What follows belongs to an exercise in optimizing a design on an open flow for small area; a production flow would make more cautious choices.
RTL that was checked went through simulation tests only; none was proved equivalent to the original.

==> flow/design.v (excerpt) <==
module snake_top (
    input  logic        clk25,
    input  logic        rst_n,
    input  logic        key_strobe,
    input  logic [7:0]  key_code,
    input  logic        step,
    input  logic [19:0] pix,
    output logic [11:0] rgb,
    output logic [12:0] head,
    output logic [12:0] apple,
    output logic [6:0]  score,
    output logic        dead
);
Size: ~79 flip-flops, about 8200 sq um of cells after synthesis.
==> flow/config.mk <==
export PLATFORM = sky130hd
export DESIGN_NAME = snake_top
export DESIGN_NICKNAME = snake_top
export VERILOG_FILES = /design/flow/design.v
export SDC_FILE = /design/flow/constraint.sdc
export NUM_CORES = 4
export LEC_CHECK = 0
export ABC_AREA = 1
export CAP_MARGIN = 0
export CORE_MARGIN = 2
export CORE_UTILIZATION = 40
export GPL_TIMING_DRIVEN = 0
export PLACE_DENSITY = 0.6
export SLEW_MARGIN = 0
==> flow/constraint.sdc <==
create_clock -name core_clock -period 10.0 [get_ports {clk25}]
set_input_delay 2.0000 -clock core_clock [delete_from_list [all_inputs] [get_ports {clk25}]]
set_output_delay 2.0000 -clock core_clock [all_outputs]
set_load 0.01 [all_outputs]
standard.sh (not shown) runs the stock make flow with config.mk's settings and CLKGATE_MAP_FILE= SYNTH_SCRIPT=/design/flow/synth_recipe.tcl, a recipe that flattens the netlist after the stock synthesis.
==> flow/flow/run.sh <==
#!/bin/bash
# ORFS layout through standard.sh, with these changes to how it is made:
#  - synthesis: ABC maps the pixel path (pix -> rgb registers) for delay and
#    everything else for area (abc_pix.script, abc_area.script, ABC_AREA 1);
#  - port buffers are buf_1 cells;
#  - CTS inserts no dummy loads and uses clkbuf_4/clkbuf_8 buffers.
set -uo pipefail
rm -rf scripts_mod
cp -r "$FLOW_HOME/scripts" scripts_mod
cp flow/abc_area.script flow/abc_pix.script scripts_mod/
python3 flow/patch_synth.py scripts_mod/synth.tcl > patch.log 2>&1 || exit 1
export SCRIPTS_DIR=$PWD/scripts_mod
export BUFFER_PORTS_ARGS="-buffer_cell sky130_fd_sc_hd__buf_1"
export CTS_ARGS="-sink_clustering_enable -repair_clock_nets -dont_use_dummy_load -buf_list {sky130_fd_sc_hd__clkbuf_4 sky130_fd_sc_hd__clkbuf_8} -root_buf sky130_fd_sc_hd__clkbuf_8"
bash standard.sh > standard.log 2>&1
==> flow/flow/abc_area.script <==
strash
dch
amap
topo
stime -c
==> flow/flow/abc_pix.script <==
strash
dch
map -D 2000
topo
==> flow/flow/patch_synth.py <==
# Patch a copy of ORFS's synth.tcl: map the logic in the pixel input's cone
# (pix -> rgb registers) with a delay-driven ABC script first, then the rest
# with the area script.
import sys
p = sys.argv[1]
s = open(p).read()
old = "  log_cmd abc {*}$abc_args\n"
new = '''  set a_pix [lreplace $abc_args 1 1 $::env(SCRIPTS_DIR)/abc_pix.script]
  select -set pixl w:pix %co* t:sky130_fd_sc_hd__* %d
  log_cmd abc {*}$a_pix @pixl
  select -clear
  log_cmd abc {*}$abc_args
'''
assert s.count(old) == 1
open(p, 'w').write(s.replace(old, new))
The starting point passed the timing, DRC and antenna checks.
Next try:
--- a/flow/design.v
+++ b/flow/design.v
@@ -24,30 +24,25 @@
             8'h74: key_dir = DIR_RIGHT;
             default:    is_arrow = 1'b0;
         endcase
     end
     assign is_restart = (key_code == 8'h29);
     always_ff @(posedge clk25 or negedge rst_n) begin
         if (!rst_n) begin
-            turn[2] <= 1'b0;
+            turn    <= {1'b0, DIR_RIGHT};
             restart <= 1'b0;
         end else begin
             restart <= key_strobe && is_restart;   
             if (key_strobe && is_arrow) begin
-                turn[2] <= 1'b1;
+                turn <= {1'b1, key_dir};
             end else if (key_strobe && is_restart) begin
                 turn[2] <= 1'b0;
             end
         end
     end
-    always_ff @(posedge clk25) begin
-        if (key_strobe && is_arrow) begin
-            turn[1:0] <= key_dir;
-        end
-    end
 endmodule
 `timescale 1ns/1ps
 module snake_execute (
     input  logic         clk25,
     input  logic         rst_n,
     input  logic         step,
     input  logic [2:0]   turn,      
@@ -72,16 +67,16 @@
     logic [5:0]  step_mod_x;
     logic [5:0]  step_mod_y;
     logic [6:0]  head_x;
     logic [5:0]  head_y;
     logic [12:0] head_nxt;
     logic        eat, grow, turn_ok, move;
     logic [15:0] cz;            
-    assign su[1]      = ~last_dir[0];
-    assign sv[1]      = last_dir[0] ^ last_dir[1];
+    assign su[1]      = last_dir[0];
+    assign sv[1]      = ~(last_dir[0] ^ last_dir[1]);
     assign su[15:2]   = lsu;
     assign sv[15:2]   = lsv;
     function automatic logic [5:0] inc6(input logic [5:0] x);
         logic c;
         c = 1'b1;
         for (int k = 0; k < 6; k++) begin
             inc6[k] = x[k] ^ c;
@@ -165,37 +160,37 @@
     always_comb begin
         x_c[0] = x_en;
         for (int k = 1; k < 7; k++) x_c[k] = x_c[k-1] & (head_x[k-1] ^ dn);
         y_c[0] = y_en;
         for (int k = 1; k < 6; k++) y_c[k] = y_c[k-1] & (head_y[k-1] ^ dn);
     end
     assign head_nxt = {head_y ^ y_c, head_x ^ x_c};
-    assign eat     = (head_x[5:0] == apple_x) && (head_y == apple_y);
+    assign eat     = (head_x == {1'b0, apple_x}) && (head_y == apple_y);
     assign grow    = eat && !(sc[3] && sc[2]);         
     assign turn_ok = turn[2] && (turn[1] != last_dir[1]);
     assign move    = step && !dead;
     logic x_wrap, y_wrap;
     assign x_wrap = &step_mod_x[5:1];
     assign y_wrap = step_mod_y[5] && step_mod_y[3] && step_mod_y[2] && step_mod_y[1];
     always_ff @(posedge clk25 or negedge rst_n) begin
         if (!rst_n) begin
             head       <= {6'd0, 7'd3};
-            lsu[3:2]   <= 2'b00;    
-            lsv[3:2]   <= 2'b00;
+            lsu[3:2]   <= 2'b11;    
+            lsv[3:2]   <= 2'b11;
             sc         <= 4'd0;
             dir        <= DIR_RIGHT;
             last_dir   <= DIR_RIGHT;
             apple_x    <= 6'(6);
             apple_y    <= 6'(0);
             step_mod_x <= '0;
             step_mod_y <= '0;
         end else if (restart) begin
             head       <= {6'd0, 7'd3};
-            lsu[3:2]   <= 2'b00;
-            lsv[3:2]   <= 2'b00;
+            lsu[3:2]   <= 2'b11;
+            lsv[3:2]   <= 2'b11;
             sc         <= 4'd0;
             dir        <= DIR_RIGHT;
             last_dir   <= DIR_RIGHT;
             apple_x    <= 6'(6);
             apple_y    <= 6'(0);
             step_mod_x <= '0;
             step_mod_y <= '0;
@@ -253,20 +248,32 @@
     assign py = pix[9:0];
     always_comb begin
         cx = 6'(px / 10'(10));
         cy = 6'(py / 10'(10));
     end
     assign on_board = !(px[9] && (px[8] || px[7]))
                    && !(py[9] || (&py[8:5]));
-    assign dx  = {1'b0, cx} - head[6:0];
-    assign dy  = cy - head[12:7];
+    function automatic logic [6:0] radd(input logic [6:0] a, input logic [6:0] b, input logic ci);
+        logic c;
+        c = ci;
+        for (int k = 0; k < 7; k++) begin
+            radd[k] = a[k] ^ b[k] ^ c;
+            c = (a[k] & b[k]) | (c & (a[k] ^ b[k]));
+        end
+    endfunction
+    logic [6:0] dy7, du7, dv7;
+    assign dx  = radd(head[6:0], {1'b1, ~cx}, 1'b1);
+    assign dy7 = radd({1'b0, head[12:7]}, {2'b11, ~cy}, 1'b1);
+    assign dy  = dy7[5:0];
     assign fit = (dx[6:4] == 3'b000 || dx[6:4] == 3'b111)
               && (dy[5:4] == 2'b00  || dy[5:4] == 2'b11);
-    assign du  = {dx[4], dx[4:0]} + {dy[4], dy[4:0]};
-    assign dv  = {dx[4], dx[4:0]} - {dy[4], dy[4:0]};
+    assign du7 = radd({2'b00, dx[4], dx[4:0]}, {2'b00, dy[4], dy[4:0]}, 1'b0);
+    assign dv7 = radd({2'b00, dx[4], dx[4:0]}, {2'b11, ~dy[4], ~dy[4:0]}, 1'b1);
+    assign du  = du7[5:0];
+    assign dv  = dv7[5:0];
     assign hu  = du[5:1];
     assign hv  = dv[5:1];
     assign par = du[0];
     assign z0  = (dx == '0) && (dy == '0);
     genvar w;
     generate
         for (w = 1; w <= 4; w++) begin : fits
What happened: The changed run went through all stages and came out clean; register-to-register slack degrades by 50 ps; maximum frequency came out higher by 1.6%; non-clock buffer count is higher by 6; count of clock-buffer cells in the layout does not change; global-route usage went down by 0.10 points.
No run of this note included a check of the RTL's function; only the layout flow was run.


job 7495:
The RTL this note starts from:
==> flow/design.v <==
`timescale 1ns/1ps
module key_decode (
    input  logic       clk25,
    input  logic       rst_n,
    input  logic       key_strobe,
    input  logic [7:0] key_code,
    output logic [2:0] turn,      
    output logic       restart
);
    localparam logic [1:0] DIR_UP    = 2'd0;
    localparam logic [1:0] DIR_DOWN  = 2'd1;
    localparam logic [1:0] DIR_LEFT  = 2'd2;
    localparam logic [1:0] DIR_RIGHT = 2'd3;
    logic       is_arrow;
    logic       is_restart;
    logic [1:0] key_dir;
    always_comb begin
        is_arrow = 1'b1;
        key_dir  = DIR_UP;
        case (key_code)
            8'h75:    key_dir = DIR_UP;
            8'h72:  key_dir = DIR_DOWN;
            8'h6B:  key_dir = DIR_LEFT;
            8'h74: key_dir = DIR_RIGHT;
            default:    is_arrow = 1'b0;
        endcase
    end
    assign is_restart = (key_code == 8'h29);
    always_ff @(posedge clk25 or negedge rst_n) begin
        if (!rst_n) begin
            turn    <= {1'b0, DIR_RIGHT};
            restart <= 1'b0;
        end else begin
            restart <= key_strobe && is_restart;   
            if (key_strobe && is_arrow) begin
                turn <= {1'b1, key_dir};
            end else if (key_strobe && is_restart) begin
                turn[2] <= 1'b0;
            end
        end
    end
endmodule
`timescale 1ns/1ps
module snake_execute (
    input  logic         clk25,
    input  logic         rst_n,
    input  logic         step,
    input  logic [2:0]   turn,      
    input  logic         restart,
    output logic [12:0]  head,
    output logic [5:0]   apple_x,
    output logic [5:0]   apple_y,
    output logic [3:0]   sc,        
    output logic [63:0]  uvec,      
    output logic [63:0]  vvec,
    output logic         dead
);
    localparam logic [1:0] DIR_UP    = 2'd0;
    localparam logic [1:0] DIR_DOWN  = 2'd1;
    localparam logic [1:0] DIR_LEFT  = 2'd2;
    localparam logic [1:0] DIR_RIGHT = 2'd3;
    logic [1:0]  dir;
    logic [1:0]  last_dir;
    logic [15:1] su, sv;        
    logic [15:2] lsu, lsv;      
    logic [5:0]  step_mod_x;
    logic [5:0]  step_mod_y;
    logic [6:0]  head_x;
    logic [5:0]  head_y;
    logic [12:0] head_nxt;
    logic        eat, grow, turn_ok, move;
    logic [15:0] cz;            
    assign su[1]      = ~last_dir[0];
    assign sv[1]      = last_dir[0] ^ last_dir[1];
    assign su[15:2]   = lsu;
    assign sv[15:2]   = lsv;
    function automatic integer wid(input integer i);
        wid = (i < 2) ? 1 : (i < 4) ? 2 : (i < 8) ? 3 : 4;
    endfunction
    assign uvec[3:0] = 4'd0;
    assign vvec[3:0] = 4'd0;
    assign cz[0]     = 1'b0;
    genvar g, k;
    generate
        for (g = 1; g < 16; g++) begin : chain
            localparam integer W = wid(g);
            logic [W-1:0] up, vp, ui, vi, cu, cv;
            assign up = uvec[4*(g-1) +: W];    
            assign vp = vvec[4*(g-1) +: W];
            for (k = 0; k < W; k++) begin : b
                if (g % 2 == 1) begin : dec
                    if (k == 0) begin : l
                        assign cu[k] = ~su[g];
                        assign cv[k] = ~sv[g];
                    end else begin : h
                        assign cu[k] = ~su[g] & ~(|up[k-1:0]);
                        assign cv[k] = ~sv[g] & ~(|vp[k-1:0]);
                    end
                end else begin : inc
                    if (k == 0) begin : l
                        assign cu[k] = su[g];
                        assign cv[k] = sv[g];
                    end else begin : h
                        assign cu[k] = su[g] & (&up[k-1:0]);
                        assign cv[k] = sv[g] & (&vp[k-1:0]);
                    end
                end
            end
            assign ui = up ^ cu;
            assign vi = vp ^ cv;
            if (W < 4) begin : ext
                assign uvec[4*g +: 4] = {{(4 - W){ui[W-1]}}, ui};
                assign vvec[4*g +: 4] = {{(4 - W){vi[W-1]}}, vi};
            end else begin : noext
                assign uvec[4*g +: 4] = ui;
                assign vvec[4*g +: 4] = vi;
            end
            if (g % 2 == 0) begin : z
                assign cz[g] = (ui == '0) && (vi == '0) && (g < 4 || sc > 4'(g - 4));
            end else begin : nz
                assign cz[g] = 1'b0;
            end
        end
    endgenerate
    assign head_x = head[6:0];
    assign head_y = head[12:7];
    assign dead = head_x[6] || (head_y[5] && head_y[4]) || (|cz);
    logic       x_en, y_en, dn;
    logic [6:0] x_c, y_c_full;
    logic [5:0] y_c;
    assign dn   = ~dir[0];
    assign x_en = dir[1];
    assign y_en = ~dir[1];
    always_comb begin
        x_c[0] = x_en;
        for (int k = 1; k < 7; k++) x_c[k] = x_c[k-1] & (head_x[k-1] ^ dn);
        y_c[0] = y_en;
        for (int k = 1; k < 6; k++) y_c[k] = y_c[k-1] & (head_y[k-1] ^ dn);
    end
    assign head_nxt = {head_y ^ y_c, head_x ^ x_c};
    assign eat     = (head_x == {1'b0, apple_x}) && (head_y == apple_y);
    assign grow    = eat && !(sc[3] && sc[2]);         
    assign turn_ok = turn[2] && (turn[1] != last_dir[1]);
    assign move    = step && !dead;
    logic x_wrap, y_wrap;
    assign x_wrap = &step_mod_x[5:1];
    assign y_wrap = step_mod_y[5] && step_mod_y[3] && step_mod_y[2] && step_mod_y[1];
    always_ff @(posedge clk25 or negedge rst_n) begin
        if (!rst_n) begin
            head       <= {6'd0, 7'd3};
            lsu[3:2]   <= 2'b00;    
            lsv[3:2]   <= 2'b00;
            sc         <= 4'd0;
            dir        <= DIR_RIGHT;
            last_dir   <= DIR_RIGHT;
            apple_x    <= 6'(6);
            apple_y    <= 6'(0);
            step_mod_x <= '0;
            step_mod_y <= '0;
        end else if (restart) begin
            head       <= {6'd0, 7'd3};
            lsu[3:2]   <= 2'b00;
            lsv[3:2]   <= 2'b00;
            sc         <= 4'd0;
            dir        <= DIR_RIGHT;
            last_dir   <= DIR_RIGHT;
            apple_x    <= 6'(6);
            apple_y    <= 6'(0);
            step_mod_x <= '0;
            step_mod_y <= '0;
        end else begin
            if (turn_ok) begin
                dir <= turn[1:0];
            end
            if (step) begin
                step_mod_x <= x_wrap ? 6'd0 : step_mod_x + 6'd1;
                step_mod_y <= y_wrap ? 6'd0 : step_mod_y + 6'd1;
            end
            if (move) begin
                head     <= head_nxt;
                last_dir <= dir;
                lsu[3:2] <= su[2:1];
                lsv[3:2] <= sv[2:1];
                if (grow) begin
                    sc <= sc + 4'd1;
                end
                if (eat) begin
                    apple_x <= step_mod_x;
                    apple_y <= step_mod_y;
                end
            end
        end
    end
    always_ff @(posedge clk25) begin
        if (move && !restart) begin
            lsu[15:4] <= su[14:3];
            lsv[15:4] <= sv[14:3];
        end
    end
endmodule
`timescale 1ns/1ps
module pixel_result (
    input  logic         clk25,
    input  logic         rst_n,
    input  logic [19:0]  pix,      
    input  logic [12:0]  head,
    input  logic [5:0]   apple_x,
    input  logic [5:0]   apple_y,
    input  logic [3:0]   sc,
    input  logic [63:0]  uvec,
    input  logic [63:0]  vvec,
    output logic [1:0]   q         
);
    logic [9:0]  px;
    logic [9:0]  py;
    logic [5:0]  cx, cy;
    logic        on_board;
    logic [6:0]  dx;
    logic [5:0]  dy;
    logic        fit;
    logic [5:0]  du, dv;
    logic [4:0]  hu, hv;         
    logic [4:1]  fu, fv;         
    logic [15:0] m;
    logic        hit_snake, hit_apple;
    assign px = pix[19:10];
    assign py = pix[9:0];
    always_comb begin
        cx = 6'(px / 10'(10));
        cy = 6'(py / 10'(10));
    end
    assign on_board = (px < 10'(64 * 10))
                   && (py < 10'(48 * 10));
    assign dx  = {1'b0, cx} - head[6:0];
    assign dy  = cy - head[12:7];
    assign fit = (dx[6:4] == 3'b000 || dx[6:4] == 3'b111)
              && (dy[5:4] == 2'b00  || dy[5:4] == 2'b11);
    assign du  = {dx[4], dx[4:0]} + {dy[4], dy[4:0]};
    assign dv  = {dx[4], dx[4:0]} - {dy[4], dy[4:0]};
    assign hu  = du[5:1];
    assign hv  = dv[5:1];
    genvar w;
    generate
        for (w = 1; w <= 4; w++) begin : fits
            assign fu[w] = (hu[4:w-1] == '0) || (hu[4:w-1] == '1);
            assign fv[w] = (hv[4:w-1] == '0) || (hv[4:w-1] == '1);
        end
    endgenerate
    function automatic integer wid(input integer i);
        wid = (i < 2) ? 1 : (i < 4) ? 2 : (i < 8) ? 3 : 4;
    endfunction
    assign m[0] = (dx == '0) && (dy == '0);
    genvar g;
    generate
        for (g = 1; g < 16; g++) begin : cmp
            localparam integer W = wid(g);
            assign m[g] = (du[0] == 1'(g % 2)) && fu[W] && fv[W]
                       && (hu[W-1:0] == uvec[4*g +: W])
                       && (hv[W-1:0] == vvec[4*g +: W])
                       && (g < 4 || sc > 4'(g - 4));
        end
    endgenerate
    assign hit_snake = fit && (|m);
    assign hit_apple = (cx == apple_x) && (cy == apple_y);
    always_ff @(posedge clk25 or negedge rst_n) begin
        if (!rst_n) begin
            q <= 2'b00;
        end else begin
            q[1] <= on_board && !hit_snake;
            q[0] <= on_board && (hit_snake || !hit_apple);
        end
    end
endmodule
`timescale 1ns/1ps
module snake_top (
    input  logic        clk25,
    input  logic        rst_n,
    input  logic        key_strobe,
    input  logic [7:0]  key_code,
    input  logic        step,
    input  logic [19:0] pix,
    output logic [11:0] rgb,
    output logic [12:0] head,
    output logic [12:0] apple,
    output logic [6:0]  score,
    output logic        dead
);
    logic [2:0]  turn;
    logic        restart;
    logic [5:0]  apple_x, apple_y;
    logic [3:0]  sc;
    logic [63:0] uvec, vvec;
    logic [1:0]  q;
    key_decode i_key_decode (
        .clk25      (clk25),
        .rst_n      (rst_n),
        .key_strobe (key_strobe),
        .key_code   (key_code),
        .turn       (turn),
        .restart    (restart)
    );
    snake_execute i_snake_execute (
        .clk25   (clk25),
        .rst_n   (rst_n),
        .step    (step),
        .turn    (turn),
        .restart (restart),
        .head    (head),
        .apple_x (apple_x),
        .apple_y (apple_y),
        .sc      (sc),
        .uvec    (uvec),
        .vvec    (vvec),
        .dead    (dead)
    );
    pixel_result i_pixel_result (
        .clk25   (clk25),
        .rst_n   (rst_n),
        .pix     (pix),
        .head    (head),
        .apple_x (apple_x),
        .apple_y (apple_y),
        .sc      (sc),
        .uvec    (uvec),
        .vvec    (vvec),
        .q       (q)
    );
    assign apple = {apple_y, 1'b0, apple_x};
    assign score = {3'b000, sc};
    assign rgb   = {{4{q[1] & q[0]}}, {4{q[1]}}, {4{q[0]}}};
endmodule
==> flow/config.mk <==
export PLATFORM = sky130hd
export DESIGN_NAME = snake_top
export DESIGN_NICKNAME = snake_top
export VERILOG_FILES = /design/flow/design.v
export SDC_FILE = /design/flow/constraint.sdc
export NUM_CORES = 4
export LEC_CHECK = 0
export ABC_AREA = 1
export CAP_MARGIN = 20
export CORE_MARGIN = 2
export CORE_UTILIZATION = 40
export PLACE_DENSITY = 0.6
export SLEW_MARGIN = 20
==> flow/constraint.sdc <==
create_clock -name core_clock -period 10.0 [get_ports {clk25}]
set_input_delay 2.0000 -clock core_clock [delete_from_list [all_inputs] [get_ports {clk25}]]
set_output_delay 2.0000 -clock core_clock [all_outputs]
set_load 0.01 [all_outputs]
==> flow/flow/run.sh <==
#!/bin/bash
# ORFS layout through standard.sh, with these changes to how it is made:
#  - synthesis: ABC maps the pixel path (pix -> rgb registers) for delay and
#    everything else for area (abc_pix.script, abc_area.script, ABC_AREA 1);
#  - port buffers are buf_1 cells;
#  - CTS inserts no dummy loads.
set -uo pipefail
rm -rf scripts_mod
cp -r "$FLOW_HOME/scripts" scripts_mod
cp flow/abc_area.script flow/abc_pix.script scripts_mod/
python3 flow/patch_synth.py scripts_mod/synth.tcl > patch.log 2>&1 || exit 1
export SCRIPTS_DIR=$PWD/scripts_mod
export BUFFER_PORTS_ARGS="-buffer_cell sky130_fd_sc_hd__buf_1"
export CTS_ARGS="-sink_clustering_enable -repair_clock_nets -dont_use_dummy_load"
bash standard.sh > standard.log 2>&1
Scripts as last shown in full above: flow/flow/abc_area.script, flow/flow/abc_pix.script, flow/flow/patch_synth.py
[inputs] job 2259 vs job 7495
--- a/flow/design.v
+++ b/flow/design.v
@@ -128,10 +128,10 @@
     logic       x_en, y_en, dn;
     logic [6:0] x_c, y_c_full;
     logic [5:0] y_c;
     assign dn   = ~dir[0];
-    assign x_en = dir[1];
-    assign y_en = ~dir[1];
+    assign x_en = move & dir[1];
+    assign y_en = move & ~dir[1];
     always_comb begin
         x_c[0] = x_en;
         for (int k = 1; k < 7; k++) x_c[k] = x_c[k-1] & (head_x[k-1] ^ dn);
         y_c[0] = y_en;
@@ -175,10 +175,10 @@
             if (step) begin
                 step_mod_x <= x_wrap ? 6'd0 : step_mod_x + 6'd1;
                 step_mod_y <= y_wrap ? 6'd0 : step_mod_y + 6'd1;
             end
+            head <= head_nxt;             
             if (move) begin
-                head     <= head_nxt;
                 last_dir <= dir;
                 lsu[3:2] <= su[2:1];
                 lsv[3:2] <= sv[2:1];
                 if (grow) begin
Findings:
Number of cells after detailed placement on job 2259 is down relative to job 7495.
Taking job 7495 as the reference, in job 2259 via count of the first global-routing pass down 319; maximum fanout along the worst path down 1.
NOTE cell count job 7495->job 2259 decreased by a few percent
Job 2259 vs. job 7495: clock period minus worst slack has increased, area of the mapped netlist down 0.40%.

## re-timing with driven ports
No port has a modelled driver above. Below, the same layouts with a new extraction and two added sets of constraints. Step 1: set_driving_cell puts a clkbuf_16 on clk25 and a buf_2 on each other input, an assumption about the parent block. Step 2 adds t to the input delays and takes it off the output delays; t is the mean of the earliest and latest rising clock arrival at the registers after step 1. Input paths then give back, and output paths get back, about the clock's delay inside the block. Slacks: ideal ports / drivers / drivers and shift; pairs: ideal ports / drivers.
run	t, ns	setup slack, ns	worst setup path at the end
the first run of note 1	0.411	0.335 / 0.294 / 0.152	input to register
the second run of note 1	0.427	0.484 / 0.491 / 0.068	input to register
job 7495	0.389	0.434 / 0.388 / 0.350	input to register
job 2259	0.389	0.353 / 0.310 / 0.550	input to register
After both steps setup and hold are still met in every run listed. For the second run of note 1, which loses most, drivers alone change the setup slack by +0.007 ns; drivers and shift together by -0.416 ns.
